What follows belongs to an exercise in optimizing a design on an open flow for a short achievable clock period and few clock cycles per item; a production flow would make more cautious choices. The RTL was checked by simulation tests, not by an equivalence proof against the original design. Power is estimated from default activity; no workload was simulated.

==> flow/design.v, too long to show whole: its modules and the start of the top module <==
// module comp_alu_pipe: 310 lines
// module comp_alu_pipe_mul: 2252 lines
module comp_alu_pipe #(
    parameter int DATA_W  = 32,
    parameter int REG_NUM = 32
) (
    input  logic              clk,
    input  logic              rst,
    input  logic              in_valid,
    output logic              in_ready,
    input  logic [31:0]       in_instr,
    input  logic              cfg_we,
    input  logic [4:0]        cfg_addr,
    input  logic [DATA_W-1:0] cfg_data,
    output logic              out_valid,
    input  logic              out_ready,
    output logic [DATA_W-1:0] out_data,
    output logic              out_zero,
    output logic              out_carry,
    output logic              out_illegal
);
  // ...
==> flow/flow/run.sh <==
#!/bin/bash
# The standard layout (the standard.sh: ORFS from synthesis to finish), with four changes to
# how it is made; the clock period, SDC and all other settings are the design's:
#  - synthesis maps the combinational logic with ABC's delay-oriented mapper (flow/abc_map.script,
#    called through flow/synth_abc.tcl, which otherwise runs synth_recipe.tcl unchanged);
#  - full and half adders are left to ABC as plain logic (ADDER_MAP_FILE empty) rather than
#    mapped onto the library's fa/ha cells;
#  - repair_timing aims further below the period (SETUP_SLACK_MARGIN);
#  - pin placement keeps the result outputs together on one edge and the inputs on the
#    opposite edge (flow/pins.tcl, run just before ORFS's place_pins).
set -euo pipefail
here=$(pwd)
export MY_ABC_SCRIPT=$here/flow/abc_map.script
export FLOW_SYNTH_TCL=$here/synth_recipe.tcl
bash standard.sh SYNTH_SCRIPT=$here/flow/synth_abc.tcl ADDER_MAP_FILE= SETUP_SLACK_MARGIN=7.0 \
  PRE_IO_PLACEMENT_TCL=$here/flow/pins.tcl finish > flow_make.log 2>&1
==> flow/flow/abc_map.script <==
strash
dch -f
map
buffer -c
topo
stime -c
upsize -c
dnsize -c
==> flow/flow/pins.tcl <==
# Pin placement constraints: result outputs and out_ready together on the middle of the right
# edge; instruction, in_ready, cfg and reset pins on the left edge.
set block [ord::get_db_block]
set die [$block getDieArea]
set dbu [$block getDbUnitsPerMicron]
set h [expr {double([$die yMax] - [$die yMin]) / $dbu}]
set lo [expr {round($h * 0.30)}]
set hi [expr {round($h * 0.70)}]
set outs {out_valid out_ready out_zero out_carry out_illegal}
for {set i 0} {$i < 32} {incr i} { lappend outs "out_data\[$i\]" }
set ins {in_valid in_ready rst cfg_we}
for {set i 0} {$i < 32} {incr i} { lappend ins "in_instr\[$i\]" "cfg_data\[$i\]" }
for {set i 0} {$i < 5} {incr i} { lappend ins "cfg_addr\[$i\]" }
set_io_pin_constraint -pin_names $outs -region right:$lo-$hi
set_io_pin_constraint -pin_names $ins -region left:*
==> flow/flow/synth_abc.tcl <==
# The standard flow's synthesis (synth_recipe.tcl, which sources ORFS's synth.tcl) with one change: the ABC
# call that maps the combinational logic runs flow/abc_map.script instead of ORFS's
# abc_speed.script. Registers, their names and cell types are untouched by ABC.
proc abc {args} {
  set i [lsearch -exact $args -script]
  if {$i >= 0} { lset args [expr {$i + 1}] $::env(MY_ABC_SCRIPT) }
  yosys abc {*}$args
}
source $::env(FLOW_SYNTH_TCL)
==> flow/standard.sh <==
#!/bin/bash
# synth_recipe.tcl (not shown) runs the flow's synth.tcl, then flattens the netlist and writes it again
# the make line also repeats each setting of config.mk as NAME=value (left out here)
make -C /OpenROAD-flow-scripts/flow DESIGN_CONFIG=/design/flow/config.mk WORK_HOME=/design/flow/orfs CLKGATE_MAP_FILE= SYNTH_SCRIPT=/design/flow/synth_recipe.tcl "${@:-finish}"
==> flow/config.mk <==
export PLATFORM = sky130hd
export DESIGN_NAME = comp_alu_pipe
export DESIGN_NICKNAME = comp_alu_pipe
export VERILOG_FILES = /design/flow/design.v
export SDC_FILE = /design/flow/constraint.sdc
export NUM_CORES = 4
export LEC_CHECK = 0
export ABC_CLOCK_PERIOD_IN_PS = 1500
export CAP_MARGIN = 20
export CORE_MARGIN = 2
export CORE_UTILIZATION = 60
export SLEW_MARGIN = 20
==> flow/constraint.sdc <==
create_clock -name core_clock -period 10.0 [get_ports {clk}]
set_input_delay 2.0000 -clock core_clock [delete_from_list [all_inputs] [get_ports {clk}]]
set_output_delay 2.0000 -clock core_clock [all_outputs]
set_load 0.01 [all_outputs]
==> reports/metrics.yaml, run 1 <==
fp.dieW_um: 500
status: "aborted with a tool error"
yosysWarningCount: 2
place_inst: 25000
stop_stage: "global routing"
cts.sinks: 2299
yosys.area_share.adder: 0.000136
cts_htree_levels: 4
pin_count: 111
yosysTopAreaCellShare: 0.263
synthTopCellsByCount: "5269 x nand2_1, 2121 x inv_1, 2098 x o21ai_0"
cts_resized: 1449
io_buffers: 110
ys_seq_area_frac: 0.336
die_h_um: 500
worst_endpoint: "out_carry"
synth_area_mm2: 0.148
yosys-mux-area-fraction: 0.00150
post-dp-hpwl_um: 546000
post_dp_cell_area_mm2: 0.151
post-place-ws_ns: 5.21
worst-ep-kind: "output port"
grt_max_degree: 262
start_util: 0.602
netlist_instances: 22500
syn_nets: 22500
ctsHoldBuffers: 0
synth.area.top_cells: "dfxtp_1 26%, nand2_1 13%, edfxtp_1 7.3%"
gp_congestion: 1.23
synth_xor_xnor_area_share: 0.0228
ys_seq_elements: 2299
yosysUniqueCellTypes: 94
synth-simple-area-share: 0.284
synth.avg_cell_area_um2: 6.57
num_rows: 182
tool.error: "[ERROR GRT-0232] Routing congestion too high. Check the congestion heatmap in the GUI."
synth_top_cell_by_area: "dfxtp_1"
cts_root_buf: "clkbuf_16"
Testbench counts, summed over its fixed seeds: cycles 16,521, items 16,000.
==> inputs of run 2 (changes only) <==
==> flow/run.sh (new file) <==
#!/bin/bash
# synth_recipe.tcl (not shown) runs the flow's synth.tcl, then flattens the netlist and writes it again
# the make line also repeats each setting of config.mk as NAME=value (left out here)
make -C /OpenROAD-flow-scripts/flow DESIGN_CONFIG=/design/flow/config.mk WORK_HOME=/design/flow/orfs CLKGATE_MAP_FILE= SYNTH_SCRIPT=/design/flow/synth_recipe.tcl finish
--- a/flow/config.mk
+++ b/flow/config.mk
@@ -6,7 +6,7 @@
 export NUM_CORES = 4
 export LEC_CHECK = 0
-export ABC_CLOCK_PERIOD_IN_PS = 1500
 export CAP_MARGIN = 20
 export CORE_MARGIN = 2
-export CORE_UTILIZATION = 60
+export CORE_UTILIZATION = 40
+export SETUP_SLACK_MARGIN = 5
 export SLEW_MARGIN = 20
removed: flow/flow/run.sh
removed: flow/flow/abc_map.script
removed: flow/flow/pins.tcl
removed: flow/flow/synth_abc.tcl
removed: flow/standard.sh
==> reports/metrics.yaml, run 2 <==
cts_tree: "done"
final_common_cell: "dfxtp_1"
fill_cells: 31300
max-vdd-ir-drop_mv: 0.153
power_density_mw_per_mm2: 178
core_area_mm2: 0.327
io_buffers: 110  # unchanged
routedWlPerCell_um: 33.5
synth_area_mm2: 0.131  # was 0.148 mm2
min_to: "u_mul.r3s[30]$_DFF_P_"
hold_class: "register to register"
setup_tns_ns: 0
period_share: 0.486
start_kind: "register"
crit_path_max_incr_delay_ns: 0.55
pwr-share-comb: 0.202
relSlewSlack: 0.118
syn_nets: 14700  # was 22.5k
worstSkewPairLatency_ns: 0.94
multi_input_area_mm2: 0.0743
regMostFlops: "rf"
rrSetupSlack_ns: 5.14
synthTopCellsByCount: "1938 x dfxtp_1, 1398 x nor2_1, 1049 x clkbuf_1"  # was 5269 x nand2_1, 2121 x inv_1, 2098 x o21ai_0
finalHoldViolations: 0
post-route-min-period_ns: 4.86
critPathSlowestCell: "fa_1"
pwr-share-clk: 0.396
drv_slew: 0
grt_overflow_total: 0
synth_top_cell_by_area: "dfxtp_1"  # unchanged
grt_pass1_wl_um: 831000
final_cell_mix: "1911 x dfxtp_1, 1369 x nor2_1, 1011 x a211oi_1"
synth.avg_cell_area_um2: 9.69  # was 6.57 um2
routed_wl_um: 593000
status: "finished clean"  # was aborted with a tool error
drive_gt1_frac: 0.0910
netlist_instances: 13600  # was 22.5k
viasPerCell: 6.52
die_h_um: 577  # was 500 um
grt_pass1_vias: 110000
cts_root_buf: "clkbuf_16"  # unchanged
path_delay_family: "compound AO/OA/AOI/OAI gates"
critPathBufInv: 1
gp_congestion: 1.03  # was 1.23
ys_seq_elements: 2299  # unchanged
min_from: "u_mul.r1[240]$_DFF_P_"
clock_path_buffers: 4  # was 3
die_area_mm2: 0.333
maxCapViolations: 0
yosysTopAreaCellShare: 0.295  # was 0.263
switchingPower_w: 0.00890
post-dp-hpwl_um: 368000  # was 546000 um
cts_htree_levels: 5  # was 4
seq_area_mm2: 0.0497
synth_flop_cell: "dfxtp_1"  # unchanged
synth_edf_count: 361  # unchanged
path_cells: "inv_1 > ha_1 > or2_1 > nor4_2 > o21ai_1 > nand2_2 > a31oi_4 > o31ai_4 > a21oi_1 > o31ai_1 > fa_1 > a222oi_1 > o211ai_1 > a221o_1 > a221oi_1 > o221ai_1"
antenna_found_initial: 52
worstRegToRegCells: 16
worst_pin_slew_ns: 1.31
yosysUniqueCellTypes: 92  # was 94
track_usage: 0.346
drt_pass1_iterations: 14
path_class: "register to register"
fp.dieW_um: 577  # was 500 um
numCtsBuffers: 271  # was 237
worst_setup_path_end_kind: "register"
cts.sinks: 2299  # unchanged
ys_seq_area_frac: 0.378  # was 0.336
fin_nets: 14300
pin_count: 111  # unchanged
syn2layout_area_growth_pct: 11.4
dr_total_vias: 115000
postRouteAntennaNets: 0
leakage_nw: 54.1
num_rows: 210  # was 182
post-route-drc-count: 0
p_int_w: 0.0171
cp.arrival_ns: 5.57
finClkSkew_ns: 0.0729
cp_max_fo: 8
setup_viol: 0
reg.largest.list: "rf (992), ofifo (280), u_mul.r1 (241)"
synth.most_common_cell: "dfxtp_1"  # was nand2_1
clkTransAtPathRegs_ns: 0.06
swShare: 0.342
synth.area.top_cells: "dfxtp_1 30%, fa_1 14%, edfxtp_1 8.3%"  # was dfxtp_1 26%, nand2_1 13%, edfxtp_1 7.3%
drt-initial-drc-count: 19100
power_frac_seq: 0.402
worstPathRequired_ns: 10.71
r2r_start: "x_b[4]$_DFF_P_"
synth-async-reset-ratio: 0  # unchanged
grt_max_degree: 219
start_util: 0.402  # was 0.602
hold_depth: 0
yosysWarningCount: 2  # unchanged
fmax_ghz: 0.206
largest_register_ffs: 992
post_dp_cell_area_mm2: 0.137  # was 0.151 mm2
reg2reg_to: "m_a[31]$_DFF_P_"
final_area_mm2: 0.146
rsz0062_at_grt: "true"
run 2: final cells by class:
cell class,instances,share of cell area
multi-input cells,9088,0.508
clock inverters,100,0.00777
flip-flops and latches,2299,0.340
clock buffers,378,0.0543
diodes,35,0.000599
repair buffers,471,0.0275
inverters,977,0.0251
well taps,4346,0.0372
run 2: kinds of logic (layout without fill, tap and decap cells):
group,Yosys count,count (layout),share of synthesized area
adder cells (fa/ha/maj),1107,1107,0.157
multiplexers,447,447,0.0521
other,0,35,0
AND/OR/NAND/NOR,3843,3843,0.139
AO/OA/AOI/OAI,3569,3569,0.203
flip-flops,2299,2299,0.378
buffers and inverters,2163,1926,0.0623
XOR/XNOR,122,122,0.00819
run 2: worst max-delay path by stage:
stage	from	to	slack (ns)	depth (start not counted)
6_report	x_b[4]$_DFF_P_	m_a[31]$_DFF_P_	5.14	16
5_1_grt	x_b[15]$_DFF_P_	x_b[31]$_DFF_P_	4.99	16
4_1_cts	x_b[2]$_DFF_P_	m_a[31]$_DFF_P_	5.01	17
3_5_place_dp	x_b[20]$_DFF_P_	m_a[31]$_DFF_P_	4.71	16
3_3_place_gp	x_b[2]$_DFF_P_	x_b[31]$_DFF_P_	4.72	17
2_1_floorplan	x_b[22]$_DFF_P_	m_a[31]$_DFF_P_	5.69	17
run 2: power groups by stage:
stage          Sequential (W)  Combinational, W  Clock (W)
4_1_cts                0.0104           0.00487     0.0103
6_report               0.0104           0.00526     0.0103
5_1_grt                0.0104           0.00520     0.0107
3_3_place_gp           0.0106           0.00485          0
3_5_place_dp           0.0106           0.00483          0
2_1_floorplan          0.0102           0.00264          0
run 2: what timing repair did:
action | in CTS | in global routing
setup endpoints to repair | 4 | 11
hold buffers | 0 | 0
buffers inserted | 1 | 1
resized for setup | 3 | 28
pin swaps | 1 | 1
run 2: worst register-to-register path: stages (launching register included):
cell	delay, ns
dfxtp_1	0.49
inv_1	0.11
ha_1	0.41
or2_1	0.31
nor4_2	0.29
o21ai_1	0.22
nand2_2	0.18
a31oi_4	0.19
o31ai_4	0.34
a21oi_1	0.14
o31ai_1	0.29
fa_1	0.55
a222oi_1	0.28
o211ai_1	0.14
a221o_1	0.31
a221oi_1	0.22
o221ai_1	0.16
run 2: routing by layer:
layer,GRT usage,up-vias,share of wire
met5,0.00273,-,0.00083
met1,0.439,56200,0.37
met2,0.486,8935,0.40
met3,0.125,2640,0.14
li1,-,47600,-
met4,0.248,46,0.089
run 2: stage by stage:
stage,setup slack (ns),util,hold WS (ns),std cells,power (W)
floorplan,5.69,-,0.310,13600,0.0129
global placement,4.72,0.418,0.314,17200,0.0154
detailed placement,4.71,0.419,0.317,17200,0.0154
CTS,5.01,0.447,0.330,17700,0.0256
global route,4.99,0.447,0.343,17700,0.0263
finish,5.14,0.448,0.328,17700,0.0260

-- afterwards: timing with drivers on the ports --
No port has a modelled driver above. Below, the same layout with a new extraction and two added sets of constraints. Step 1 sets driving cells, clkbuf_16 on the clock port and buf_2 on the other inputs (assumed; they add their load-dependent delay and slew). Step 2 adds t to the input delays and takes it off the output delays; t is the mean of the earliest and latest rising clock arrival at the registers after step 1. Input paths then give back, and output paths get back, about the clock's delay inside the block. Slacks: ideal / step 1 / step 2; pairs: ideal / step 1.
run: run 2
t, ns: 1.018
setup WS [ns]: 5.144 / 5.144 / 5.144
worst setup path at the end: register to register
pins driven straight from the clock port: 1
After both steps run 2 still meets setup and hold. For run 2, drivers alone change the setup slack by 0.000 ns; drivers and shift together by 0.000 ns.
